This is an optimization exercise on Yosys and OpenROAD, whose aim is small area, not a production implementation. RTL that was checked went through simulation tests only; none was proved equivalent to the original. No functional check of the RTL was part of runs 3 to 7.

`flow/design.v`:
```
`default_nettype none
package sp_pixel_pkg;
    localparam int PIX_W   = 12;
    localparam int PIX_MAX = (1 << PIX_W) - 1;   
    localparam int WIN_N   = 5;
    localparam int WIN_MID = WIN_N / 2;   
    typedef logic [PIX_W-1:0] pixel_t;
    typedef union packed {
        logic [WIN_N*PIX_W-1:0] flat;
        pixel_t [0:WIN_N-1]     pix;
    } column_t;
    localparam int QUANT       = 68;
    localparam int QUANT_SHIFT = 4;
endpackage
`default_nettype wire
`default_nettype none
package sp_ctrl_pkg;
    typedef enum logic [1:0] {
        IDLE = 2'd0,   
        FILL = 2'd1,   
        RUN  = 2'd2    
    } win_state_t;
    localparam int CALC_LAT = 4;
    localparam int TOP_LAT = CALC_LAT + 1;
endpackage
`default_nettype wire
`timescale 1ns/1ps
`default_nettype none
module sp_noise_removal
#(
    parameter int SIGMA = 160
) (
    input  logic        clk,
    input  logic        rst_n,
    input  logic        en_i,
    input  logic [59:0] col_i,
    input  logic        border_pass_i,
    output logic [11:0] data_o,
    output logic        en_o
);
    localparam int THRESH = (SIGMA * 68) >> 4;   
    localparam logic [11:0] LO_LIM = 12'(THRESH);          
    localparam logic [11:0] HI_LIM = 12'(4095 - THRESH);   
    logic [11:0] r0, r1, r2, r3, r4;
    assign r0 = col_i[59:48];
    assign r1 = col_i[47:36];
    assign r2 = col_i[35:24];
    assign r3 = col_i[23:12];
    assign r4 = col_i[11:0];
    logic [11:0] p0_1, p0_2, p0_3, p0_4, p0_5;
    logic [11:0] p1_1, p1_2, p1_3, p1_4;
    logic [11:0] p2_1, p2_2, p2_3, p2_4, p2_5;
    logic [11:0] p3_1, p3_2, p3_3, p3_4;
    logic [11:0] p4_1, p4_2, p4_3, p4_4, p4_5;
    always_ff @(posedge clk) begin
        p0_1 <= r0; p0_2 <= p0_1; p0_3 <= p0_2; p0_4 <= p0_3; p0_5 <= p0_4;
        p1_1 <= r1; p1_2 <= p1_1; p1_3 <= p1_2; p1_4 <= p1_3;
        p2_1 <= r2; p2_2 <= p2_1; p2_3 <= p2_2; p2_4 <= p2_3; p2_5 <= p2_4;
        p3_1 <= r3; p3_2 <= p3_1; p3_3 <= p3_2; p3_4 <= p3_3;
        p4_1 <= r4; p4_2 <= p4_1; p4_3 <= p4_2; p4_4 <= p4_3; p4_5 <= p4_4;
    end
    function automatic logic [12:0] sdiff(input logic [11:0] a, input logic [11:0] b);
        logic [12:0] e;
        e = {1'b0, a} + {1'b0, ~b};
        sdiff = {e[12], e[11:0] ^ {12{~e[12]}}};
    endfunction
    function automatic logic [12:0] gsum(input logic [12:0] x, input logic [12:0] y);
        gsum = {1'b0, x[11:0]} + {1'b0, y[11:0]} + {12'd0, x[12]} + {12'd0, y[12]};
    endfunction
    function automatic logic [11:0] avg(input logic [11:0] a, input logic [11:0] b);
        logic [12:0] s;
        s = {1'b0, a} + {1'b0, b} + 13'd1;
        avg = s[12:1];
    endfunction
    logic [12:0] g_h, g_v, g_d, g_z;
    assign g_h = gsum(sdiff(r2,   p2_4), sdiff(p2_1, p2_3));
    assign g_v = gsum(sdiff(p0_2, p4_2), sdiff(p1_2, p3_2));
    assign g_d = gsum(sdiff(r0,   p4_4), sdiff(p1_1, p3_3));
    assign g_z = gsum(sdiff(p0_4, r4  ), sdiff(p1_3, p3_1));
    logic lt_vh, lt_dh, lt_zh, lt_dv, lt_zv, lt_zd;
    assign lt_vh = g_v < g_h;
    assign lt_dh = g_d < g_h;
    assign lt_zh = g_z < g_h;
    assign lt_dv = g_d < g_v;
    assign lt_zv = g_z < g_v;
    assign lt_zd = g_z < g_d;
    logic [1:0] dir;   
    always_comb begin
        if (lt_zh && lt_zv && lt_zd)       dir = 2'd3;
        else if (lt_dh && lt_dv)           dir = 2'd2;
        else if (lt_vh)                    dir = 2'd1;
        else                               dir = 2'd0;
    end
    logic [1:0] dir_q;
    logic       border_q;
    always_ff @(posedge clk) begin
        dir_q    <= dir;
        border_q <= border_pass_i;
    end
    logic [11:0] oa, ob, ia, ib;
    always_comb begin
        case (dir_q)
            2'd0:    begin oa = p2_1; ob = p2_5; ia = p2_2; ib = p2_4; end
            2'd1:    begin oa = p0_3; ob = p4_3; ia = p1_3; ib = p3_3; end
            2'd2:    begin oa = p0_1; ob = p4_5; ia = p1_2; ib = p3_4; end
            default: begin oa = p0_5; ob = p4_1; ia = p1_4; ib = p3_2; end
        endcase
    end
    logic [11:0] intp;
    assign intp = avg(avg(oa, ob), avg(ia, ib));
    logic replace;
    assign replace = !border_q &&
                     (((p2_3 == 12'd0)   && (intp > LO_LIM)) ||
                      ((p2_3 == 12'hfff) && (intp < HI_LIM)));
    always_ff @(posedge clk) begin
        data_o <= replace ? intp : p2_3;
    end
    logic [2:0] run_q;
    logic       full;
    logic       v1_q;
    assign full = run_q[2];
    always_ff @(posedge clk or negedge rst_n) begin
        if (!rst_n) begin
            run_q <= '0;
            v1_q  <= 1'b0;
            en_o  <= 1'b0;
        end else begin
            run_q <= !en_i ? 3'd0 : (full ? run_q : run_q + 3'd1);
            v1_q  <= en_i && full;
            en_o  <= v1_q;
        end
    end
endmodule
`default_nettype wire
```
`flow/run.sh`:
```
#!/bin/bash
# synth_recipe.tcl (not shown) runs the flow's synth.tcl, then flattens the netlist and writes it again
# the make line also repeats each setting of config.mk as NAME=value (left out here)
make -C /OpenROAD-flow-scripts/flow DESIGN_CONFIG=/design/flow/config.mk WORK_HOME=/design/flow/orfs CLKGATE_MAP_FILE= SYNTH_SCRIPT=/design/flow/synth_recipe.tcl finish
```
`flow/config.mk`:
```
export PLATFORM = sky130hd
export DESIGN_NAME = sp_noise_removal
export DESIGN_NICKNAME = sp_noise_removal
export VERILOG_FILES = /design/flow/design.v
export SDC_FILE = /design/flow/constraint.sdc
export NUM_CORES = 4
export LEC_CHECK = 0
export ABC_AREA = 1
export CAP_MARGIN = 20
export CORE_MARGIN = 2
export CORE_UTILIZATION = 40
export GPL_TIMING_DRIVEN = 0
export SLEW_MARGIN = 20
```
`flow/constraint.sdc`:
```
create_clock -name core_clock -period 6.0 [get_ports {clk}]
set_input_delay 1.2000 -clock core_clock [delete_from_list [all_inputs] [get_ports {clk}]]
set_output_delay 1.2000 -clock core_clock [all_outputs]
set_load 0.01 [all_outputs]
```
==> flow_summary.toml, run 1 <==
[outcome]
status = "complete, no violations"

[worst_hold_path]
min_path_type = "flip-flop to flip-flop"

[yosys]
synthesis.instances = 2277
yosys-top-cells-area = "dfxtp_1, ha_1, xor2_1"
synth_area_sq_um = 18600
ys_seq_area_share_pct = 31.9
ys_ff_latch = 296
syn_area_per_cell_sq_um = 8.18
post_synth_num_cell_types = 49
yosysTopAreaCellShare_pct = 31.3
yosys.area.top_type = "dfxtp_1"
ys_warn_count = 1
synth_nets = 2650

[clock_network]
cts_tree = "done"
htreeDepth = 2
clock_sinks = 296
cts_buffers = 35
clockBufferDepth = 3
cts.clk_slew.worst_paths_ps = 60
insertion_delay_ps = 550
clock_tree.root_cell = "clkbuf_16"

[grt]
grt_usage_pct = 23.8
grt_pass1_wl_um = 86300
grt_pass1_vias = 15600
grt_max_degree = 14
grt.overflow.total = 0
antenna_found_initial = 3

[final_layout]
drive_above_1_share_pct = 11.2
syn2layout_area_growth_pct = 20.8
antenna_cells = 0
postLayoutCellArea_sq_um = 22500
mostFrequentLayoutCell = "inv_1"
nNetsFinal = 2807
layout_common_cells = "inv_1, nand2_1, dfxtp_1"
post-route-util_pct = 48.7
fillers = 4464

[worst_setup_path]
required_ps = 6410
critical_path_class = "input port to flip-flop"
startpoint = "col_i[28]"
end_kind = "flip-flop"
rr_startpoint = "p4_2[0]"
reg2reg_depth = 29
worstPathMaxFanout = 8
startpoint_type = "input port"
arrival_ps = 6200
r2r_setup_slack_ps = 340
cp-endpoint = "dir_q[0]"
regToRegEndpoint = "dir_q[0]"

[flow_run]
cap_violations = 0

[floorplan]
ios = 77
dieArea_sq_um = 48300
row_count = 79
die_y_um = 220
start_util_pct = 40.3
coreArea_sq_um = 46300
fp.dieW_um = 220

[detailed_routing]
drt_wl_total_um = 57600
remaining_drc_errors = 0
wl_per_cell_um = 18.8
viasPerCell = 5.17
ant_nets = 0
num_vias = 15900
drtIter0Drc = 1113
first_pass_iters = 7

[placed_design]
placed_area_sq_um = 20200
place_hpwl_um = 46900
port_buffers = 76
routabilityCongestion = 0.936

[timing]
tns_ps = 0
fin_crit_sh_pct = 96.5
worst_slew_pin_slew_ps = 809
hold_viol = 0
drv_slew = 0
skew_ps = 23.1
period_needed_ps = 5790
timing.hold.ws_ps = 343
timing.slew.headroom_pct = 45.9
finalSetupViolCount = 0
fmax_ghz = 0.173
worst min path at each step:
stage,start,end,slack [ps],cells past startpoint
CTS,p2_2[2],p2_3[2],340,0
finish,p2_2[0],p2_3[0],340,0
detailed placement,p0_3[4],p0_4[4],340,0
global route,p4_3[0],p4_4[0],350,0
global placement,p0_1[4],p0_2[4],330,0
floorplan,p0_1[10],p0_2[10],330,0
synthesized netlist by cell type, drive strengths merged:
master,instances
a2111oi,2
a211oi,7
a21o,14
a21oi,219
a221oi,1
a31oi,4
and2,1
buf,13
clkbuf,21
clkinv,1
dfrtp,5
dfxtp,291
fa,15
ha,294
inv,333
nand2,351
nand3,104
nand3b,1
nand4,31
nor2,90
nor3,36
nor4,3
o2111ai,6
o211ai,12
o21a,1
o21ai,161
o21bai,15
o221ai,3
o22ai,2
o311ai,1
o31a,1
o31ai,2
xnor2,78
xor2,158
critical path, stage by stage:
cell	delay, ps
clkdlybuf4s50_1	440
ha_1	260
a21oi_1	200
o21ai_0	120
a21oi_2	170
o21ai_2	90
a21o_1	210
a21oi_4	200
buf_8	180
xor2_2	180
ha_4	230
ha_4	260
a21oi_2	150
o21bai_2	110
a21oi_2	180
buf_4	140
xor2_1	630
ha_1	370
inv_1	70
nor3_1	50
a211oi_1	150
o21ai_0	110
a21oi_1	150
nand2_1	100
o211ai_1	110
nand2_1	120
layer usage:
layer | vias up | track usage (%) | routed length, um
li1 | 7872 | - | -
met1 | 7458 | 32.1 | 26400
met2 | 447 | 38.7 | 25800
met3 | 87 | 2.79 | 3170
met4 | 0 | 9.31 | 2250
met5 | - | 0 | 0
layout make-up:
type,count,area [sq um],share of cell area [%]
buffer,34,221,0.984
clock buffer,45,973,4.32
clock inverter,18,219,0.972
inverter,334,1250,5.57
multi-input combinational,1613,12000,53.4
sequential,296,5950,26.4
tap,607,759,3.37
timing repair buffer,120,1110,4.95
logic make-up (layout without fill, tap and decap cells):
logic type | count (synthesis) | after routing | share of synthesized area [%]
AO/OA/AOI/OAI | 451 | 451 | 13.4
XOR/XNOR | 236 | 236 | 11.1
adder cells (fa/ha/maj) | 309 | 309 | 21.4
buffers and inverters | 368 | 551 | 7.78
flip-flops | 296 | 296 | 31.9
AND/OR/NAND/NOR | 617 | 617 | 14.4
repair_timing:
action | in CTS | in global routing
pin swaps | 22 | 52
hold buffers | 0 | 0
setup buffers | 23 | 21
resized for setup | 76 | 94
endpoints found under the setup margin | 2 | 13
stage by stage:
step | worst slack [ps] | instances
after global routing | -76.7 | 3067
after floorplan | 212 | 2277
after detailed placement | -1740 | 2960
after CTS | 11.5 | 3046
final | 208 | 3067
after global placement | -1640 | 2960
==> run 2: changes to the inputs <==
--- a/flow/config.mk
+++ b/flow/config.mk
@@ -10,4 +10,3 @@
 export CORE_MARGIN = 2
 export CORE_UTILIZATION = 40
-export GPL_TIMING_DRIVEN = 0
 export SLEW_MARGIN = 20
==> run 2 against run 1 <==
Highest routed layer unchanged. Setup slack worse by 20 ps. Sequential share of layout area down 1.0 points. Fmax down 0.35%. First-iteration DRC count up 4.7%. Non-clock buffer count up 161. Utilization up 1.9 points. Register-to-register slack worse by 50 ps. Global-route usage up 0.78 points. Die area unchanged. Critical path type unchanged.
==> flow_summary.toml, run 2 <==
[outcome]
status = "complete, no violations"

[floorplan]
row_count = 79
fp.dieW_um = 220
ios = 77
coreArea_sq_um = 46300
dieArea_sq_um = 48300
start_util_pct = 40.3
die_y_um = 220

[yosys]
synth.area.mux_share_pct = 0
synth-xor-area-share_pct = 11.1
yosysTopAreaCellShare_pct = 31.3
synth_area_sq_um = 18600
synth_fa_ha_area_share_pct = 21.4
yosys.area.top_type = "dfxtp_1"
synth_ff_type = "dfxtp_1"
yosysMostFrequentCell = "inv_1"
ys_seq_area_share_pct = 31.9
post_synth_num_cell_types = 49
synth_top_family_by_area = "adder cells"
synthSimpleGateAreaFrac_pct = 14.4
synth_nets = 2650
ys_ff_latch = 296
ys_async_sr_fraction_pct = 1.69
synth-edff-count = 0
syn_area_per_cell_sq_um = 8.18
ys_warn_count = 1
yosys-top-cells-area = "dfxtp_1, ha_1, xor2_1"
synth-compound-area-share_pct = 13.4
synthTopCellsByCount = "inv_1, nand2_1, ha_1"
synthesis.instances = 2277

[detailed_routing]
wl_per_cell_um = 18.6
drtIter0Drc = 1165
first_pass_iters = 5
num_vias = 16300
drt_wl_total_um = 59900
viasPerCell = 5.05
remaining_drc_errors = 0
ant_nets = 0

[placed_design]
placed_area_sq_um = 21600
place_inst = 3142
routabilityCongestion = 0.977
port_buffers = 76
place_hpwl_um = 49500

[clock_network]
htreeDepth = 2
clockBufferDepth = 3
cts.clk_slew.worst_paths_ps = 60
clock_tree.root_cell = "clkbuf_16"
insertion_delay_ps = 570
clock_sinks = 296
cts_buffers = 35
cts_tree = "done"

[worst_setup_path]
cp-endpoint = "dir_q[0]"
startpoint = "col_i[0]"
worstPathMaxFanout = 7
startpoint_type = "input port"
crit_top_cell = "ha_1"
regToRegEndpoint = "dir_q[0]"
slowest_delay_ps = 410
reg2reg_depth = 30
crit_path_top_delay_cell = "fa_1"
arrival_ps = 6300
r2r_setup_slack_ps = 290
required_ps = 6490
rr_startpoint = "p3_3[0]"
end_kind = "flip-flop"
critical_path_class = "input port to flip-flop"

[grt]
grt_pass1_wl_um = 89600
grt_usage_pct = 24.6
grt_pass1_vias = 15900
antenna_found_initial = 0
grt_max_degree = 37
grt.overflow.total = 0

[final_layout]
final_cells = 3229
layout_common_cells = "inv_1, nand2_1, dfxtp_1"
syn2layout_area_growth_pct = 25.5
ff_latch_area_sq_um = 5950
drive_above_1_share_pct = 15.4
multiInputGateArea_sq_um = 11600
antenna_cells = 0
fillers = 4421
postLayoutCellArea_sq_um = 23400
mostFrequentLayoutCell = "inv_1"
nNetsFinal = 2968

[timing]
skew_ps = 29.1
period_needed_ps = 5810
worst_slew_pin_slew_ps = 645
drv_slew = 0
hold_viol = 0
timing.slew.headroom_pct = 56.6
finalSetupViolCount = 0
fin_crit_sh_pct = 96.9
fmax_ghz = 0.172

[flow_run]
cap_violations = 0

[worst_hold_path]
min_path_type = "flip-flop to flip-flop"
[run 2: cell counts after synthesis]
No cell type changed its count.
[run 2: routing by layer]
layer	part of all wire, %	vias to the layer above	track usage [%]
met5	0	-	0
met4	3.0	0	7.90
met3	5.6	68	2.82
met2	45	446	39.9
met1	47	7615	33.9
li1	-	8188	-
[run 2: worst min-delay path by stage]
stage | from | end | slack (ps) | cells after the start
after floorplan | p0_1[10] | p0_2[10] | 330 | 0
after global placement | p4_1[3] | p4_2[3] | 330 | 0
after detailed placement | p4_1[3] | p4_2[3] | 330 | 0
after CTS | p0_3[2] | p0_4[2] | 340 | 0
after global routing | p0_3[2] | p0_4[2] | 350 | 0
final | p0_3[2] | p0_4[2] | 340 | 0
[run 2: cell families after synthesis]
kind of cell / after synthesis
compound gates: 451
xor+xnor: 236
simple gates: 617
buf+inv: 368
flops: 296
fa+ha+maj: 309
[run 2: critical path: cells and delay by family]
| family | cells | cell delay [ps] |
|---|---|---|
| simple gates | 6 | 940 |
| compound gates | 13 | 1860 |
| buf+inv | 3 | 570 |
| xor+xnor | 2 | 250 |
| fa+ha+maj | 5 | 1480 |
[run 2: area by class of cell]
| class | count | area share, % |
|---|---|---|
| clock buffer | 45 | 4.12 |
| clock inverter | 19 | 0.936 |
| inverter | 334 | 5.36 |
| multi-input combinational | 1613 | 49.6 |
| sequential | 296 | 25.4 |
| tap | 607 | 3.25 |
| timing repair buffer | 315 | 11.3 |
[run 2: timing repair]
item / in CTS / in global routing
buffers inserted: 7 / 16
gates resized for setup: 13 / 72
hold buffers: 0 / 0
pin swaps: 3 / 40
cloned: 0 / 0
setup endpoints to repair: 2 / 2
[run 2: per-stage QoR]
| stage | hold slack, ps | TNS, ps | setup WS (ps) | util, % |
|---|---|---|---|---|
| 2_1_floorplan | 326 | 0 | 212 | - |
| 3_3_place_gp | 331 | -1120 | -587 | 46.7 |
| 3_5_place_dp | 330 | -1520 | -765 | 46.7 |
| 4_1_cts | 337 | 0 | 0.250 | 49.5 |
| 5_1_grt | 349 | -193 | -123 | 50.6 |
| 6_report | 336 | 0 | 188 | 50.6 |
==> run 3: changes to the inputs <==
==> flow/design.v (replaced) <==
`default_nettype none
package sp_pixel_pkg;
    localparam int PIX_W   = 12;
    localparam int PIX_MAX = (1 << PIX_W) - 1;   
    localparam int WIN_N   = 5;
    localparam int WIN_MID = WIN_N / 2;   
    typedef logic [PIX_W-1:0] pixel_t;
    typedef union packed {
        logic [WIN_N*PIX_W-1:0] flat;
        pixel_t [0:WIN_N-1]     pix;
    } column_t;
    localparam int QUANT       = 68;
    localparam int QUANT_SHIFT = 4;
endpackage
`default_nettype wire
`default_nettype none
package sp_ctrl_pkg;
    typedef enum logic [1:0] {
        IDLE = 2'd0,   
        FILL = 2'd1,   
        RUN  = 2'd2    
    } win_state_t;
    localparam int CALC_LAT = 4;
    localparam int TOP_LAT = CALC_LAT + 1;
endpackage
`default_nettype wire
`timescale 1ns/1ps
`default_nettype none
module sp_noise_removal
#(
    parameter int SIGMA = 160
) (
    input  logic        clk,
    input  logic        rst_n,
    input  logic        en_i,
    input  logic [59:0] col_i,
    input  logic        border_pass_i,
    output logic [11:0] data_o,
    output logic        en_o
);
    localparam int THRESH = (SIGMA * 68) >> 4;   
    localparam logic [11:0] LO_LIM = 12'(THRESH);          
    localparam logic [11:0] HI_LIM = 12'(4095 - THRESH);   
    logic [11:0] r0, r1, r2, r3, r4;
    assign r0 = col_i[59:48];
    assign r1 = col_i[47:36];
    assign r2 = col_i[35:24];
    assign r3 = col_i[23:12];
    assign r4 = col_i[11:0];
    logic [11:0] p0_1, p0_2, p0_3, p0_4;
    logic [11:0] p1_1, p1_2, p1_3;
    logic [11:0] p2_1, p2_2, p2_3, p2_4;
    logic [11:0] p3_1, p3_2, p3_3;
    logic [11:0] p4_1, p4_2, p4_3, p4_4;
    always_ff @(posedge clk) begin
        p0_1 <= r0; p0_2 <= p0_1; p0_3 <= p0_2; p0_4 <= p0_3;
        p1_1 <= r1; p1_2 <= p1_1; p1_3 <= p1_2;
        p2_1 <= r2; p2_2 <= p2_1; p2_3 <= p2_2; p2_4 <= p2_3;
        p3_1 <= r3; p3_2 <= p3_1; p3_3 <= p3_2;
        p4_1 <= r4; p4_2 <= p4_1; p4_3 <= p4_2; p4_4 <= p4_3;
    end
    function automatic logic [11:0] absd(input logic [11:0] a, input logic [11:0] b);
        absd = (a > b) ? a - b : b - a;
    endfunction
    function automatic logic [11:0] avg(input logic [11:0] a, input logic [11:0] b);
        logic [12:0] s;
        s = {1'b0, a} + {1'b0, b} + 13'd1;
        avg = s[12:1];
    endfunction
    logic [12:0] g_h, g_v, g_d, g_z;
    assign g_h = {1'b0, absd(r2,   p2_4)} + {1'b0, absd(p2_1, p2_3)};
    assign g_v = {1'b0, absd(p0_2, p4_2)} + {1'b0, absd(p1_2, p3_2)};
    assign g_d = {1'b0, absd(r0,   p4_4)} + {1'b0, absd(p1_1, p3_3)};
    assign g_z = {1'b0, absd(p0_4, r4  )} + {1'b0, absd(p1_3, p3_1)};
    logic        sel_v, sel_z, sel_dz;
    logic [12:0] g_hv, g_dz;
    assign sel_v  = g_v < g_h;
    assign g_hv   = sel_v ? g_v : g_h;
    assign sel_z  = g_z < g_d;
    assign g_dz   = sel_z ? g_z : g_d;
    assign sel_dz = g_dz < g_hv;
    logic [11:0] oa, ob, ia, ib;
    always_comb begin
        case ({sel_dz, sel_dz ? sel_z : sel_v})
            2'b00:   begin oa = r2;   ob = p2_4; ia = p2_1; ib = p2_3; end
            2'b01:   begin oa = p0_2; ob = p4_2; ia = p1_2; ib = p3_2; end
            2'b10:   begin oa = r0;   ob = p4_4; ia = p1_1; ib = p3_3; end
            default: begin oa = p0_4; ob = r4;   ia = p1_3; ib = p3_1; end
        endcase
    end
    logic [11:0] intp;
    assign intp = avg(avg(oa, ob), avg(ia, ib));
    logic [11:0] intp_q;
    logic        border_q;
    always_ff @(posedge clk) begin
        intp_q   <= intp;
        border_q <= border_pass_i;
    end
    logic replace;
    assign replace = !border_q &&
                     (((p2_3 == 12'd0)    && (intp_q > LO_LIM)) ||
                      ((p2_3 == 12'hfff)  && (intp_q < HI_LIM)));
    always_ff @(posedge clk) begin
        data_o <= replace ? intp_q : p2_3;
    end
    logic [2:0] run_q;
    logic       full;
    logic       v1_q;
    assign full = run_q[2];
    always_ff @(posedge clk or negedge rst_n) begin
        if (!rst_n) begin
            run_q <= '0;
            v1_q  <= 1'b0;
            en_o  <= 1'b0;
        end else begin
            run_q <= !en_i ? 3'd0 : (full ? run_q : run_q + 3'd1);
            v1_q  <= en_i && full;
            en_o  <= v1_q;
        end
    end
endmodule
`default_nettype wire
--- a/flow/config.mk
+++ b/flow/config.mk
@@ -6,5 +6,4 @@
 export NUM_CORES = 4
 export LEC_CHECK = 0
-export ABC_AREA = 1
 export CAP_MARGIN = 20
 export CORE_MARGIN = 2
==> run 3 against run 2 <==
Now fails the layout checks on setup timing. Clock skew increased by 16 ps. Via count rose by 21%. Worst hold slack got worse by 16 ps. Register-to-register slack worse by 5000 ps. Global-route usage up 2.8 points. Fmax shrank 46%. Sequential share of layout area down 8.7 points. Critical endpoint is now intp_q[10]. Largest cell class unchanged.
==> flow_summary.toml, run 3 <==
[worst_setup_path]
regToRegEndpoint = "intp_q[10]"
end_kind = "flip-flop"
crit_top_cell = "a21o_1"
slowest_delay_ps = 410
worstPathMaxFanout = 7
required_ps = 6480
startpoint_type = "input port"
rr_startpoint = "p1_1[0]"
reg2reg_depth = 57
arrival_ps = 11250
crit_path_top_delay_cell = "fa_2"
r2r_setup_slack_ps = -4680
critical_path_class = "input port to flip-flop"

[clock_network]
insertion_delay_ps = 610
cts_buffers = 30
clock_sinks = 246
clock_tree.root_cell = "clkbuf_16"
cts_tree = "done"
clockBufferDepth = 3
holdBufCountCts = 0
cts.clk_slew.worst_paths_ps = 60
htreeDepth = 1

[worst_hold_path]
worstHoldStart = "p2_2[4]"
hold_depth = 0
min_path_type = "flip-flop to flip-flop"
min_to = "p2_3[4]"

[grt]
grt_pass1_wl_um = 106000
antenna_found_initial = 1
grt_pass1_vias = 20000
grt_max_degree = 44
grt.overflow.total = 0
grt_usage_pct = 27.4

[timing]
hold_viol = 0
fin_crit_sh_pct = 179
worst_slew_pin_slew_ps = 570
finalSetupViolCount = 12
period_needed_ps = 10770
fin_ws_ps = -4770
timing.slew.headroom_pct = 61.7
fmax_ghz = 0.0929
skew_ps = 45.3
timing.hold.ws_ps = 320
rsz0062_at_grt = "yes"
drv_slew = 0

[yosys]
yosysMostFrequentCell = "inv_1"
post_synth_num_cell_types = 72
yosysTopAreaCellShare_pct = 25.3
yosys.area.top_type = "dfxtp_1"
synth_ff_type = "dfxtp_1"
ys_async_sr_fraction_pct = 2.03
synthesis.instances = 2302
synthTopCellsByCount = "inv_1, ha_1, dfxtp_1"
syn_area_per_cell_sq_um = 8.27
yosys-top-cells-area = "dfxtp_1, ha_1, inv_1"
synth-edff-count = 0
synth_nets = 2691
ys_ff_latch = 246
ys_seq_area_share_pct = 26.0
synth_area_sq_um = 19000
ys_warn_count = 1

[floorplan]
coreArea_sq_um = 46800
ios = 77
start_util_pct = 40.7
row_count = 79
fp.dieW_um = 222
die_y_um = 222
dieArea_sq_um = 49400

[placed_design]
routabilityCongestion = 0.985
port_buffers = 76
place_hpwl_um = 56500
placed_area_sq_um = 26500

[final_layout]
layout_common_cells = "buf_4, inv_1, ha_1"
syn2layout_area_growth_pct = 55.2
postLayoutCellArea_sq_um = 29500
mostFrequentLayoutCell = "buf_4"
drive_above_1_share_pct = 37.0
nNetsFinal = 3614
fillers = 3969
post-route-util_pct = 63.2
antenna_cells = 0

[detailed_routing]
drtIter0Drc = 1091
drt_wl_total_um = 70200
remaining_drc_errors = 0
ant_nets = 0
first_pass_iters = 7
viasPerCell = 5.11
wl_per_cell_um = 18.2
num_vias = 19700

[flow_run]
cap_violations = 0

[outcome]
so.violations = "setup timing"
status = "complete, but fails checks"
==> run 3: cell types whose count changed after synthesis, sizes merged, moves of 20 or more <==
cell	change
nand3	-75
mux2	+28
nor2	+71
xnor2	+20
a21boi	+25
nand2	-218
dfxtp	-50
mux2i	+70
a21o	+86
nor2b	+23
clkbuf	+20
xor2	-128
a211oi	+32
==> run 3: kinds of logic (layout without fill, tap and decap cells) <==
kind of cell	count (synthesis)	in the layout	synth area share, %
adder cells (fa/ha/maj)	325	325	22.3
buffers and inverters	377	1324	7.53
AND/OR/NAND/NOR	450	450	10.8
XOR/XNOR	128	128	5.89
AO/OA/AOI/OAI	678	678	22.2
multiplexers	98	98	5.34
flip-flops	246	246	26.0
==> run 3: how the worst max path moves through the flow <==
| stage | from | to | slack, ps | depth (start not counted) |
|---|---|---|---|---|
| 2_1_floorplan | col_i[24] | intp_q[10] | -4830 | 63 |
| 3_3_place_gp | col_i[0] | intp_q[10] | -5860 | 59 |
| 3_5_place_dp | col_i[0] | intp_q[10] | -6100 | 58 |
| 4_1_cts | col_i[48] | intp_q[10] | -4630 | 58 |
| 5_1_grt | col_i[48] | intp_q[10] | -5340 | 58 |
| 6_report | col_i[48] | intp_q[10] | -4770 | 58 |
==> run 3: metrics by stage <==
step | std cells | TNS (ps) | setup WS (ps)
global placement | 3707 | -63810 | -5860
detailed placement | 3707 | -66010 | -6100
floorplan | 2302 | -50190 | -4830
CTS | 3844 | -49900 | -4630
finish | 3856 | -52070 | -4770
global route | 3856 | -57900 | -5340
==> run 3: critical path, delay by kind of cell <==
kind | cells | cell delay (ps)
AOI/OAI and AO/OA | 30 | 5120
xor gates and xnor gates | 1 | 110
adders and majority gates | 7 | 1770
buffers and inverters | 7 | 630
muxes | 3 | 870
and+or+nand+nor | 10 | 1540
==> run 3: routing by layer <==
layer	track usage, %	wire, um
met4	12.0	3530
met5	0	0
met2	47.1	32800
met1	34.9	31000
met3	2.63	2900
==> run 3: cell type report <==
cell class	count	area, sq um	share of cell area, %
clock inverters	16	228	0.771
well taps	607	759	2.57
multi-input cells	1679	14100	47.7
flip-flops and latches	246	4950	16.8
clock buffers	40	828	2.80
repair buffers	950	7460	25.3
inverters	318	1210	4.10
==> run 3: timing repair <==
item                       in CTS  in global routing
setup endpoints to repair      12                 12
pin swaps                     123                145
gates resized for setup       166                157
setup buffers                  86                 25
cloned                          1                  0
==> run 4: changes to the inputs <==
--- a/flow/design.v
+++ b/flow/design.v
@@ -73,34 +73,34 @@
     assign g_d = {1'b0, absd(r0,   p4_4)} + {1'b0, absd(p1_1, p3_3)};
     assign g_z = {1'b0, absd(p0_4, r4  )} + {1'b0, absd(p1_3, p3_1)};
-    logic        sel_v, sel_z, sel_dz;
-    logic [12:0] g_hv, g_dz;
-    assign sel_v  = g_v < g_h;
-    assign g_hv   = sel_v ? g_v : g_h;
-    assign sel_z  = g_z < g_d;
-    assign g_dz   = sel_z ? g_z : g_d;
-    assign sel_dz = g_dz < g_hv;
-    logic [11:0] oa, ob, ia, ib;
-    always_comb begin
-        case ({sel_dz, sel_dz ? sel_z : sel_v})
-            2'b00:   begin oa = r2;   ob = p2_4; ia = p2_1; ib = p2_3; end
-            2'b01:   begin oa = p0_2; ob = p4_2; ia = p1_2; ib = p3_2; end
-            2'b10:   begin oa = r0;   ob = p4_4; ia = p1_1; ib = p3_3; end
-            default: begin oa = p0_4; ob = r4;   ia = p1_3; ib = p3_1; end
-        endcase
+    function automatic logic [11:0] intp4(input logic [11:0] oa, input logic [11:0] ob,
+                                          input logic [11:0] ia, input logic [11:0] ib);
+        intp4 = avg(avg(oa, ob), avg(ia, ib));
+    endfunction
+    logic [11:0] i_h, i_v, i_d, i_z;
+    assign i_h = intp4(r2,   p2_4, p2_1, p2_3);
+    assign i_v = intp4(p0_2, p4_2, p1_2, p3_2);
+    assign i_d = intp4(r0,   p4_4, p1_1, p3_3);
+    assign i_z = intp4(p0_4, r4,   p1_3, p3_1);
+    logic        sel_v, sel_z;
+    assign sel_v = g_v < g_h;
+    assign sel_z = g_z < g_d;
+    logic [12:0] g_hv_q, g_dz_q;
+    logic [11:0] i_hv_q, i_dz_q;
+    logic        border_q;
+    always_ff @(posedge clk) begin
+        g_hv_q   <= sel_v ? g_v : g_h;
+        i_hv_q   <= sel_v ? i_v : i_h;
+        g_dz_q   <= sel_z ? g_z : g_d;
+        i_dz_q   <= sel_z ? i_z : i_d;
+        border_q <= border_pass_i;
     end
     logic [11:0] intp;
-    assign intp = avg(avg(oa, ob), avg(ia, ib));
-    logic [11:0] intp_q;
-    logic        border_q;
-    always_ff @(posedge clk) begin
-        intp_q   <= intp;
-        border_q <= border_pass_i;
-    end
+    assign intp = (g_dz_q < g_hv_q) ? i_dz_q : i_hv_q;
     logic replace;
     assign replace = !border_q &&
-                     (((p2_3 == 12'd0)    && (intp_q > LO_LIM)) ||
-                      ((p2_3 == 12'hfff)  && (intp_q < HI_LIM)));
+                     (((p2_3 == 12'd0)   && (intp > LO_LIM)) ||
+                      ((p2_3 == 12'hfff) && (intp < HI_LIM)));
     always_ff @(posedge clk) begin
-        data_o <= replace ? intp_q : p2_3;
+        data_o <= replace ? intp : p2_3;
     end
     logic [2:0] run_q;
==> run 4 against run 3 <==
The run now finishes clean. Critical path type unchanged. Clock skew down 16 ps. Non-clock buffer count decreased by 424. Flip-flop and latch count increased by 38. Critical path depth is 29 lower.
==> flow_summary.toml, run 4 <==
[outcome]
status = "complete, no violations"

[yosys]
synth-xor-area-share_pct = 8.80
synth_area_sq_um = 23100
synth-compound-area-share_pct = 19.8
synth_fa_ha_area_share_pct = 24.9
ys_seq_area_share_pct = 24.7
ys_async_sr_fraction_pct = 1.76
ys_ff_latch = 284
yosysMostFrequentCell = "ha_1"
synth.area.mux_share_pct = 5.65
synthSimpleGateAreaFrac_pct = 8.79
synth_nets = 3144
yosys.area.top_type = "dfxtp_1"
yosysTopAreaCellShare_pct = 24.2
yosys-top-cells-area = "dfxtp_1, ha_1, xnor2_1"
synth_top_family_by_area = "adder cells"
synthTopCellsByCount = "ha_1, inv_1, dfxtp_1"
post_synth_num_cell_types = 76
synthesis.instances = 2639
synth-edff-count = 0
syn_area_per_cell_sq_um = 8.75
ys_warn_count = 1
synth_ff_type = "dfxtp_1"

[final_layout]
layout_common_cells = "buf_4, ha_1, inv_1"
mostFrequentLayoutCell = "buf_4"
fillers = 5240
postLayoutCellArea_sq_um = 30400
post-route-util_pct = 53.1
multiInputGateArea_sq_um = 16800
nNetsFinal = 3628
ff_latch_area_sq_um = 5710
reg_top3 = "g_dz_q x13, g_hv_q x13"
drive_above_1_share_pct = 24.1
syn2layout_area_growth_pct = 31.8

[floorplan]
die_y_um = 244
ios = 77
start_util_pct = 40.3
row_count = 88
dieArea_sq_um = 59700
fp.dieW_um = 244
coreArea_sq_um = 57400

[worst_setup_path]
crit_top_cell = "a21o_1"
critical_path_depth = 29
regToRegEndpoint = "i_dz_q[0]"
startpoint_type = "input port"
critPathTopFamily = "compound AO/OA/AOI/OAI gates"
crit_path_top_delay_cell = "fa_2"
worstPathMaxFanout = 5
required_ps = 6440
arrival_ps = 6350
r2r_setup_slack_ps = 180
slowest_delay_ps = 400
end_kind = "flip-flop"
startpoint = "col_i[24]"
worst-path-buf-inv = 5
reg2reg_depth = 27
critical_path_class = "input port to flip-flop"
rr_startpoint = "p1_3[0]"

[placed_design]
port_buffers = 76
placed_area_sq_um = 27500
place_hpwl_um = 60600
routabilityCongestion = 0.962

[timing]
rsz0062_at_grt = "yes"
finalSetupViolCount = 0
drv_slew = 0
hold_viol = 0
worst_slew_pin_slew_ps = 790
timing.slew.headroom_pct = 47.3
skew_ps = 29.7
fmax_ghz = 0.169
fin_crit_sh_pct = 98.5
period_needed_ps = 5910

[detailed_routing]
drtIter0Drc = 1251
first_pass_iters = 5
drt_wl_total_um = 73500
num_vias = 20100
ant_nets = 0
wl_per_cell_um = 18.8
remaining_drc_errors = 0
viasPerCell = 5.13

[worst_hold_path]
min_path_type = "flip-flop to flip-flop"
min_to = "p4_2[4]"
worstHoldStart = "p4_1[4]"
hold_depth = 0

[clock_network]
cts.clk_slew.worst_paths_ps = 60
clock_tree.root_cell = "clkbuf_16"
clock_sinks = 284
cts_tree = "done"
clockBufferDepth = 3
cts_buffers = 35
insertion_delay_ps = 570
htreeDepth = 2

[grt]
grt_pass1_vias = 20600
grt.overflow.total = 0
antenna_found_initial = 1
grt_pass1_wl_um = 112000
grt_max_degree = 17
grt_usage_pct = 24.1

[flow_run]
cap_violations = 0
==> run 4: worst max path at each step <==
stage	end
global route	g_hv_q[12]
global placement	g_dz_q[0]
floorplan	i_hv_q[0]
finish	g_hv_q[12]
detailed placement	i_dz_q[10]
CTS	i_dz_q[0]
==> run 4: final cells by class <==
cell class              instances  share of cell area, %
clock inverters                22                   1.11
flip-flops and latches        284                   18.8
diodes                          1                0.00822
clock buffers                  41                   3.08
repair buffers                526                   14.2
inverters                     345                   4.35
multi-input cells            1931                   55.4
well taps                     765                   3.14
==> run 4: repair_timing <==
item / CTS / global route
buffers inserted: 36 / 29
hold buffers: 0 / 0
resized for setup: 112 / 176
pin swaps: 74 / 108
setup endpoints to repair: 50 / 50
gates cloned: 1 / 0
==> run 4: cells by family after synthesis <==
group	Yosys count
adders and majority gates	441
xor gates and xnor gates	232
AOI/OAI and AO/OA	720
buffers and inverters	424
muxes	125
and+or+nand+nor	413
DFF	284
==> run 4: metrics by stage <==
stage / hold WS (ps) / worst slack [ps] / TNS [ps] / std cells
6_report: 324 / 92.4 / 0 / 3915
2_1_floorplan: 310 / -214 / -2560 / 2639
3_5_place_dp: 312 / -1070 / -46800 / 3789
3_3_place_gp: 310 / -873 / -38020 / 3789
4_1_cts: 325 / 5.25 / 0 / 3887
5_1_grt: 329 / -160 / -3610 / 3914
==> run 4: layer usage <==
| metal | vias to the layer above | GRT usage, % | share of wire, % |
|---|---|---|---|
| li1 | 10000 | - | - |
| met1 | 9458 | 28.3 | 42 |
| met2 | 427 | 42.8 | 49 |
| met3 | 157 | 2.35 | 3.3 |
| met4 | 0 | 13.8 | 6.1 |
| met5 | - | 0 | 0 |
==> run 5: changes to the inputs <==
--- a/flow/config.mk
+++ b/flow/config.mk
@@ -6,4 +6,5 @@
 export NUM_CORES = 4
 export LEC_CHECK = 0
+export ABC_AREA = 1
 export CAP_MARGIN = 20
 export CORE_MARGIN = 2
==> run 5 against run 4 <==
Synthesized area rose by 6.2%. Largest cell class unchanged. Critical path depth up 2.
==> flow_summary.toml, run 5 <==
[worst_setup_path]
slowest_delay_ps = 510
worstPathMaxFanout = 11
worst-path-buf-inv = 8
arrival_ps = 6110
crit_path_top_delay_cell = "clkdlybuf4s50_1"
crit_top_cell = "a21oi_1"
end_kind = "flip-flop"
required_ps = 6500
startpoint = "col_i[51]"
startpoint_type = "input port"
rr_startpoint = "p1_3[0]"
critPathTopFamily = "compound AO/OA/AOI/OAI gates"
critical_path_class = "input port to flip-flop"

[detailed_routing]
remaining_drc_errors = 0
num_vias = 22400
viasPerCell = 4.97
drtIter0Drc = 1760
first_pass_iters = 6
drt_wl_total_um = 77200
wl_per_cell_um = 17.1
ant_nets = 0

[floorplan]
row_count = 90
ios = 77
dieArea_sq_um = 63300
coreArea_sq_um = 60500
die_y_um = 252
fp.dieW_um = 252
start_util_pct = 40.6

[timing]
period_needed_ps = 5610
drv_slew = 0
rsz0062_at_grt = "yes"
fmax_ghz = 0.178
skew_ps = 17.7
finalSetupViolCount = 0
worst_slew_pin_slew_ps = 757
hold_viol = 0
timing.slew.headroom_pct = 49.1
timing.hold.ws_ps = 319
fin_ws_ps = 390
fin_crit_sh_pct = 93.5

[yosys]
yosys-top-cells-area = "dfxtp_1, ha_1, inv_1"
synth-edff-count = 0
synth_area_sq_um = 24500
post_synth_num_cell_types = 53
yosysMostFrequentCell = "inv_1"
yosysTopAreaCellShare_pct = 22.8
ys_warn_count = 1
ys_seq_area_share_pct = 23.3
ys_ff_latch = 284
synth_nets = 3881
synthesis.instances = 3376
yosys.area.top_type = "dfxtp_1"
synth_ff_type = "dfxtp_1"
ys_async_sr_fraction_pct = 1.76
synthTopCellsByCount = "inv_1, nand2_1, ha_1"
syn_area_per_cell_sq_um = 7.26

[final_layout]
antenna_cells = 0
mostFrequentLayoutCell = "inv_1"
drive_above_1_share_pct = 10.9
reg_top3 = "g_dz_q x13, g_hv_q x13"
syn2layout_area_growth_pct = 20.0
fillers = 6099
layout_common_cells = "inv_1, nand2_1, ha_1"
post-route-util_pct = 48.7
nNetsFinal = 4199

[worst_hold_path]
worstHoldStart = "p2_2[4]"
min_path_type = "flip-flop to flip-flop"

[clock_network]
cts_tree = "done"
holdBufCountCts = 0
insertion_delay_ps = 580
clockBufferDepth = 3
cts_buffers = 38
htreeDepth = 2
cts.clk_slew.worst_paths_ps = 60
clock_tree.root_cell = "clkbuf_16"
clock_sinks = 284

[flow_run]
cap_violations = 0

[placed_design]
dp_slack_ps = -425
routabilityCongestion = 0.989
place_hpwl_um = 64800
port_buffers = 76

[grt]
grt_pass1_vias = 21500
antenna_found_initial = 0
grt.overflow.total = 0
grt_max_degree = 23
grt_usage_pct = 24.2
grt_pass1_wl_um = 120000

[outcome]
status = "complete, no violations"
## run 5: changes by cell type in the layout (fill, tap and decap cells not counted), sizes merged, moves of 39 or more
| cell | before | now |
|---|---|---|
| nor2 | 129 | 177 |
| mux2i | 86 | 5 |
| nand3 | 19 | 108 |
| a21o | 79 | 29 |
| o21bai | 76 | 22 |
| nand2 | 80 | 546 |
| buf | 452 | 277 |
| inv | 348 | 669 |
| a21oi | 258 | 332 |
| xor2 | 54 | 197 |
| xnor2 | 178 | 36 |
| o21ai | 123 | 269 |
| mux2 | 39 | 0 |
## run 5: layer usage
| layer | GRT usage (%) | vias up | share of wire [%] |
|---|---|---|---|
| met5 | 0 | - | 0 |
| met4 | 8.16 | 0 | 3.5 |
| met3 | 2.66 | 128 | 5.1 |
| met2 | 40.5 | 666 | 46 |
| met1 | 32.3 | 10100 | 46 |
| li1 | - | 11500 | - |
## run 5: worst register-to-register path: cells and delay by family (launching register included)
| family | cells | cell delay (ps) |
|---|---|---|
| AOI/OAI and AO/OA | 11 | 1580 |
| xor gates and xnor gates | 2 | 490 |
| adders and majority gates | 4 | 1230 |
| buffers and inverters | 9 | 1170 |
| DFF | 1 | 340 |
| muxes | 1 | 260 |
| and+or+nand+nor | 2 | 420 |
## run 5: worst paths after layout
| kind | to | slack [ps] | depth (start not counted) |
|---|---|---|---|
| max | i_dz_q[1] | 390 | 31 |
| max reg2reg | i_dz_q[1] | 420 | 29 |
| min reg2reg | p2_3[4] | 320 | 0 |
| min in group asynchronous | run_q[2] | 860 | 1 |
| min | p2_3[4] | 320 | 0 |
| max in group asynchronous | v1_q | 4930 | 1 |
## run 5: what timing repair did
item                       CTS  global route
setup endpoints to repair    0            50
setup buffers                0             1
gates resized for setup      0            49
## run 5: stage by stage
step | cells | TNS, ps | area [sq um]
floorplan | 3376 | 0 | 24500
global placement | 4435 | -10160 | 28000
detailed placement | 4435 | -16240 | 28000
CTS | 4504 | 0 | 29300
global route | 4505 | -52.8 | 29400
finish | 4505 | 0 | 29400
## run 5: cell families after synthesis
kind of cell	count (synthesis)	share of synthesized area [%]
simple gates	908	15.5
compound gates	763	17.4
buf+inv	742	11.8
fa+ha+maj	441	23.5
flops	284	23.3
xor+xnor	233	8.32
mux	5	0.204
## run 5: final cells by class
| cell class | instances | area, sq um | share of cell area, % |
|---|---|---|---|
| Clock buffer | 49 | 1070 | 3.64 |
| Multi-Input combinational cell | 2350 | 16000 | 54.5 |
| Clock inverter | 20 | 260 | 0.884 |
| Timing Repair Buffer | 353 | 2880 | 9.77 |
| Inverter | 667 | 2500 | 8.50 |
| Sequential cell | 284 | 5710 | 19.4 |
| Tap cell | 782 | 978 | 3.32 |
==> run 6: changes to the inputs <==
--- a/flow/config.mk
+++ b/flow/config.mk
@@ -10,3 +10,4 @@
 export CORE_MARGIN = 2
 export CORE_UTILIZATION = 40
+export GPL_TIMING_DRIVEN = 0
 export SLEW_MARGIN = 20
==> run 6 against run 5 <==
Still clean on timing, DRC and antenna. Synthesized cell count unchanged. Register-to-register slack about the same. Critical path type unchanged. Largest cell class unchanged. Highest routed layer unchanged.
==> flow_summary.toml, run 6 <==
[outcome]
status = "complete, no violations"

[placed_design]
place_inst = 4234
port_buffers = 76
routabilityCongestion = 0.957
place_hpwl_um = 60900

[detailed_routing]
ant_nets = 0
viasPerCell = 5.01
num_vias = 21600
drtIter0Drc = 1360
drt_wl_total_um = 73100
wl_per_cell_um = 17.0
first_pass_iters = 5
remaining_drc_errors = 0

[grt]
grt_max_degree = 14
antenna_found_initial = 0
grt_pass1_vias = 20700
grt_usage_pct = 22.9
grt.overflow.total = 0
grt_pass1_wl_um = 114000

[yosys]
post_synth_num_cell_types = 53
synthTopCellsByCount = "inv_1, nand2_1, ha_1"
ys_seq_area_share_pct = 23.3
yosysTopAreaCellShare_pct = 22.8
synth_area_sq_um = 24500
synth_ff_type = "dfxtp_1"
syn_area_per_cell_sq_um = 7.26
ys_warn_count = 1
yosysMostFrequentCell = "inv_1"
synth-edff-count = 0
ys_ff_latch = 284
yosys.area.top_type = "dfxtp_1"
yosys-top-cells-area = "dfxtp_1, ha_1, inv_1"
ys_async_sr_fraction_pct = 1.76
synth_nets = 3881
synthesis.instances = 3376

[timing]
fmax_ghz = 0.176
hold_viol = 0
period_needed_ps = 5690
worst_slew_pin_slew_ps = 869
fin_crit_sh_pct = 94.9
tns_ps = 0
drv_slew = 0
finalSetupViolCount = 0
timing.slew.headroom_pct = 41.9
skew_ps = 22.1

[floorplan]
fp.dieW_um = 252
die_y_um = 252
ios = 77
dieArea_sq_um = 63300
row_count = 90
start_util_pct = 40.6
coreArea_sq_um = 60500

[worst_setup_path]
crit_top_cell = "a21oi_1"
critical_path_class = "input port to flip-flop"
r2r_setup_slack_ps = 410
startpoint_type = "input port"
slowest_delay_ps = 500
worstPathMaxFanout = 10
required_ps = 6430
crit_path_top_delay_cell = "clkdlybuf4s50_1"
arrival_ps = 6120
end_kind = "flip-flop"

[clock_network]
clockBufferDepth = 3
holdBufCountCts = 0
cts_buffers = 36
cts.clk_slew.worst_paths_ps = 60
insertion_delay_ps = 560
clock_sinks = 284
cts_tree = "done"
clock_tree.root_cell = "clkbuf_16"
htreeDepth = 2

[worst_hold_path]
min_path_type = "flip-flop to flip-flop"

[final_layout]
drive_above_1_share_pct = 7.24
mostFrequentLayoutCell = "inv_1"
final_cells = 4307
nNetsFinal = 4001
layout_common_cells = "inv_1, nand2_1, ha_1"
syn2layout_area_growth_pct = 14.4
reg_top3 = "g_dz_q x13, g_hv_q x13"

[flow_run]
cap_violations = 0
-- run 6: path summary, 6_finish.rpt --
kind / startpoint / endpoint / cells past startpoint
min in group asynchronous: rst_n / en_o / 1
max: col_i[59] / i_dz_q[11] / 30
min: p0_3[11] / p0_4[11] / 0
max in group asynchronous: rst_n / run_q[0] / 1
min reg2reg: p0_3[11] / p0_4[11] / 0
max reg2reg: p4_2[1] / i_hv_q[1] / 30
-- run 6: timing repair --
action,in CTS,in global routing
buffers inserted,7,7
pin swaps,7,16
gates resized for setup,94,120
endpoints found under the setup margin,50,50
hold endpoints to repair,0,0
-- run 6: worst max-delay path: cells and delay by family --
kind,cells,cell delay (ps)
fa+ha+maj,3,900
xor+xnor,2,470
simple gates,10,1190
buf+inv,6,1140
compound gates,9,1200
-- run 6: cell families after synthesis --
family / synth area share, %
AO/OA/AOI/OAI: 17.4
buffers and inverters: 11.8
multiplexers: 0.204
AND/OR/NAND/NOR: 15.5
XOR/XNOR: 8.32
adder cells (fa/ha/maj): 23.5
flip-flops: 23.3
-- run 6: per-layer routing --
metal / share of wire, % / GRT usage, % / wire length [um]
met1: 47 / 30.8 / 34500
met2: 45 / 37.7 / 32600
met3: 4.6 / 2.67 / 3380
met4: 3.5 / 8.13 / 2590
met5: 0 / 0 / 0
-- run 6: cell type report --
class                           count  area [sq um]
Timing Repair Buffer               90           882
Antenna cell                        1          2.50
Inverter                          667          2520
Buffer                             67           427
Tap cell                          782           978
Fill cell                        6190         32400
Clock inverter                     20           292
Multi-Input combinational cell   2350         16300
Sequential cell                   284          5710
Clock buffer                       46           990
-- run 6: through the flow --
step	hold slack [ps]	worst slack [ps]	area [sq um]	util, %
global route	327	-35.4	28100	46.4
floorplan	310	246	24500	-
detailed placement	312	-1870	26300	43.4
CTS	323	8.84	27700	45.8
global placement	310	-1880	26300	43.4
finish	322	309	28100	46.4
==> run 7: changes to the inputs <==
--- a/flow/design.v
+++ b/flow/design.v
@@ -60,17 +60,40 @@
         p4_1 <= r4; p4_2 <= p4_1; p4_3 <= p4_2; p4_4 <= p4_3;
     end
-    function automatic logic [11:0] absd(input logic [11:0] a, input logic [11:0] b);
-        absd = (a > b) ? a - b : b - a;
+    function automatic logic [13:0] radd(input logic [12:0] a, input logic [12:0] b, input logic ci);
+        logic c;
+        c = ci;
+        for (int i = 0; i < 13; i++) begin
+            radd[i] = a[i] ^ b[i] ^ c;
+            c       = (a[i] & b[i]) | (c & (a[i] ^ b[i]));
+        end
+        radd[13] = c;
+    endfunction
+    function automatic logic [12:0] sdiff(input logic [11:0] a, input logic [11:0] b);
+        logic [13:0] e;
+        e = radd({1'b0, a}, {1'b0, ~b}, 1'b0);
+        sdiff = {e[12], e[11:0] ^ {12{~e[12]}}};
+    endfunction
+    function automatic logic [12:0] gsum(input logic [12:0] x, input logic [12:0] y);
+        logic [13:0] t;
+        logic [13:0] u;
+        t = radd({1'b0, x[11:0]}, {1'b0, y[11:0]}, x[12]);
+        u = radd(t[12:0], 13'd0, y[12]);
+        gsum = u[12:0];
     endfunction
     function automatic logic [11:0] avg(input logic [11:0] a, input logic [11:0] b);
-        logic [12:0] s;
-        s = {1'b0, a} + {1'b0, b} + 13'd1;
+        logic [13:0] s;
+        s = radd({1'b0, a}, {1'b0, b}, 1'b1);
         avg = s[12:1];
     endfunction
+    function automatic logic lt13(input logic [12:0] a, input logic [12:0] b);
+        logic [13:0] s;
+        s = radd(a, ~b, 1'b1);    
+        lt13 = ~s[13];
+    endfunction
     logic [12:0] g_h, g_v, g_d, g_z;
-    assign g_h = {1'b0, absd(r2,   p2_4)} + {1'b0, absd(p2_1, p2_3)};
-    assign g_v = {1'b0, absd(p0_2, p4_2)} + {1'b0, absd(p1_2, p3_2)};
-    assign g_d = {1'b0, absd(r0,   p4_4)} + {1'b0, absd(p1_1, p3_3)};
-    assign g_z = {1'b0, absd(p0_4, r4  )} + {1'b0, absd(p1_3, p3_1)};
+    assign g_h = gsum(sdiff(r2,   p2_4), sdiff(p2_1, p2_3));
+    assign g_v = gsum(sdiff(p0_2, p4_2), sdiff(p1_2, p3_2));
+    assign g_d = gsum(sdiff(r0,   p4_4), sdiff(p1_1, p3_3));
+    assign g_z = gsum(sdiff(p0_4, r4  ), sdiff(p1_3, p3_1));
     function automatic logic [11:0] intp4(input logic [11:0] oa, input logic [11:0] ob,
                                           input logic [11:0] ia, input logic [11:0] ib);
@@ -83,6 +106,6 @@
     assign i_z = intp4(p0_4, r4,   p1_3, p3_1);
     logic        sel_v, sel_z;
-    assign sel_v = g_v < g_h;
-    assign sel_z = g_z < g_d;
+    assign sel_v = lt13(g_v, g_h);
+    assign sel_z = lt13(g_z, g_d);
     logic [12:0] g_hv_q, g_dz_q;
     logic [11:0] i_hv_q, i_dz_q;
@@ -96,5 +119,5 @@
     end
     logic [11:0] intp;
-    assign intp = (g_dz_q < g_hv_q) ? i_dz_q : i_hv_q;
+    assign intp = lt13(g_dz_q, g_hv_q) ? i_dz_q : i_hv_q;
     logic replace;
     assign replace = !border_q &&
--- a/flow/config.mk
+++ b/flow/config.mk
@@ -10,4 +10,3 @@
 export CORE_MARGIN = 2
 export CORE_UTILIZATION = 40
-export GPL_TIMING_DRIVEN = 0
 export SLEW_MARGIN = 20
==> run 7 against run 6 <==
The layout now fails its checks (setup timing). Clock-buffer cell count shrank 3. First-iteration DRC count shrank 76%. Clock skew shrank 7.8 ps. Via count shrank 52%. Final area shrank 23%. Fmax shrank 45%. Worst hold slack is essentially flat. Critical path depth grew 7. Critical path type unchanged.
==> flow_summary.toml, run 7 <==
[grt]
grtUsageMet3_pct = 3.45
grt_pass1_vias = 11700
grt.overflow.total = 0
grt_pass1_wl_um = 61000
antenna_found_initial = 0
met2_usage_pct = 33.9
busiest_layer = "met2"
grt_usage_pct = 19.2
met1_usage_pct = 23.5
grt_max_degree = 17

[final_layout]
antenna_cells = 0
postLayoutCellArea_sq_um = 21700
mostFrequentLayoutCell = "inv_1"
drive_above_1_share_pct = 29.8
syn2layout_area_growth_pct = 32.9
reg_top3 = "g_dz_q x13, g_hv_q x13"
ff_latch_area_sq_um = 5720
layout_common_cells = "inv_1, dfxtp_1, buf_4"
fillers = 3488
nNetsFinal = 2249
post-route-util_pct = 53.5
multiInputGateArea_sq_um = 10000

[yosys]
yosys-top-cells-area = "dfxtp_1, fa_1, inv_1"
ys_warn_count = 1
synthesis.instances = 1507
synth_area_sq_um = 16400
synth_ff_type = "dfxtp_1"
ys_async_sr_fraction_pct = 1.76
post_synth_num_cell_types = 33
synth_nets = 1936
yosysMostFrequentCell = "inv_1"
synth-edff-count = 0
syn_area_per_cell_sq_um = 10.9
ys_ff_latch = 284
ys_seq_area_share_pct = 34.9
yosysTopAreaCellShare_pct = 34.1
synthTopCellsByCount = "inv_1, dfxtp_1, fa_1"
yosys.area.top_type = "dfxtp_1"

[floorplan]
fp.dieW_um = 206
coreArea_sq_um = 40600
start_util_pct = 40.3
row_count = 74
dieArea_sq_um = 42500
die_y_um = 206
ios = 77

[timing]
worst_slew_pin_slew_ps = 500
hold_viol = 0
period_needed_ps = 10320
fin_crit_sh_pct = 172
fmax_ghz = 0.0969
skew_ps = 14.3
timing.slew.headroom_pct = 66.6
drv_slew = 0
rsz0062_at_grt = "yes"
fin_ws_ps = -4320
timing.hold.ws_ps = 322
finalSetupViolCount = 50

[detailed_routing]
remaining_drc_errors = 0
wl_per_cell_um = 15.9
viasPerCell = 4.32
drtIter0Drc = 333
num_vias = 10300
first_pass_iters = 5
ant_nets = 0
drt_wl_total_um = 37800

[placed_design]
dp_slack_ps = -5130
port_buffers = 76
place_hpwl_um = 30500
routabilityCongestion = 0.846
placed_area_sq_um = 19500

[clock_network]
clockBufferDepth = 3
clock_sinks = 284
cts.clk_slew.worst_paths_ps = 60
htreeDepth = 2
cts_buffers = 35
holdBufCountCts = 0
insertion_delay_ps = 540
clock_tree.root_cell = "clkbuf_16"
cts_tree = "done"

[worst_setup_path]
arrival_ps = 10790
regToRegEndpoint = "i_hv_q[9]"
reg2reg_depth = 40
crit_top_cell = "fa_2"
cp-endpoint = "g_hv_q[0]"
rr_startpoint = "p3_2[0]"
end_kind = "flip-flop"
critical_path_depth = 37
startpoint_type = "input port"
critical_path_class = "input port to flip-flop"
slowest_delay_ps = 480
r2r_setup_slack_ps = -4310
startpoint = "col_i[25]"
crit_path_top_delay_cell = "fa_1"
worstPathMaxFanout = 7
required_ps = 6470
worst-path-buf-inv = 6
critPathTopFamily = "adder cells"

[outcome]
status = "complete, but fails checks"
so.violations = "setup timing"

[worst_hold_path]
worstHoldStart = "p4_3[11]"
min_path_type = "flip-flop to flip-flop"

[flow_run]
cap_violations = 0
## run 7: layout make-up
| class | count | area share (%) |
|---|---|---|
| Timing Repair Buffer | 299 | 12.1 |
| Inverter | 379 | 6.64 |
| Multi-Input combinational cell | 821 | 46.1 |
| Clock inverter | 19 | 1.13 |
| Clock buffer | 43 | 4.60 |
| Sequential cell | 284 | 26.3 |
| Tap cell | 532 | 3.06 |
## run 7: how the worst min path moves through the flow
stage          endpoint  slack [ps]  depth (start not counted)
2_1_floorplan   p0_2[0]         310                          0
3_3_place_gp   p4_2[11]         310                          0
3_5_place_dp   p0_2[10]         310                          0
4_1_cts         p0_4[1]         320                          0
5_1_grt         p4_4[7]         330                          0
6_report       p4_4[11]         320                          0
## run 7: routing by layer
layer / up-vias / share of wire [%]
met4: 0 / 3.1
li1: 4999 / -
met5: - / 0
met3: 59 / 4.6
met1: 5041 / 41
met2: 177 / 51
## run 7: logic make-up after synthesis
logic type	synth area share, %
AO/OA/AOI/OAI	0.688
XOR/XNOR	5.81
adder cells (fa/ha/maj)	40.0
buffers and inverters	9.77
flip-flops	34.9
multiplexers	0.0612
AND/OR/NAND/NOR	8.74
## run 7: stage by stage
| stage | instances | TNS, ps |
|---|---|---|
| final | 2377 | -208140 |
| after detailed placement | 2285 | -250290 |
| after floorplan | 1507 | -207570 |
| after global routing | 2377 | -221590 |
| after CTS | 2374 | -209910 |
| after global placement | 2285 | -244720 |
## run 7: worst reg2reg max path: cells and delay by family (launching register included)
| family | cells | cell delay [ps] |
|---|---|---|
| DFF | 1 | 330 |
| and+or+nand+nor | 7 | 490 |
| buffers and inverters | 6 | 580 |
| adders and majority gates | 25 | 8560 |
| AOI/OAI and AO/OA | 1 | 70 |
| xor gates and xnor gates | 1 | 150 |
## run 7: what timing repair did
item                       in CTS  in global routing
cloned                          9                  0
buffers inserted               18                 10
setup endpoints to repair      50                 50
gates resized for setup       169                 41
pin swaps                      37                 33

static timing again, ports no longer ideal:
In the flow no input, the clock included, has a driving cell. The finished layouts below were timed again as built, in two steps. Step 1 (the two cells are an assumption about what drives the block):
set clk [get_ports {clk}]
set_driving_cell -lib_cell sky130_fd_sc_hd__clkbuf_16 $clk
set_driving_cell -lib_cell sky130_fd_sc_hd__buf_2 [delete_from_list [all_inputs] $clk]
Step 2 times the ports against the registers' clock, not the clock port: input delays grow and output delays shrink by t, the midpoint of the rising clock arrivals with the driver on. Three values: ideal, step 1, step 2; two values: the first two.
run | t, ns | setup slack, ns | worst hold slack (ns) | pins driven straight from the clock port
run 1 | 0.591 | 0.208 / 0.234 / -0.357 | 0.343 / 0.343 / 0.343 | 1
run 2 | 0.605 | 0.188 / 0.220 / -0.384 | 0.336 / 0.336 / 0.336 | 1
run 3 | 0.646 | -4.770 / -4.745 / -5.391 | 0.320 / 0.320 / 0.320 | 1
run 4 | 0.619 | 0.092 / 0.106 / -0.513 | 0.324 / 0.324 / 0.324 | 1
run 5 | 0.629 | 0.390 / 0.416 / -0.213 | 0.319 / 0.319 / 0.319 | 1
run 6 | 0.607 | 0.309 / 0.348 / -0.259 | 0.322 / 0.322 / 0.322 | 1
run 7 | 0.587 | -4.316 / -4.313 / -4.868 | 0.322 / 0.322 / 0.322 | 1
Met with ideal ports but missed after step 2: setup timing in 5 of these runs. The setup slack of run 3, which loses most, moves by +0.025 ns with the drivers and by -0.621 ns with both steps.
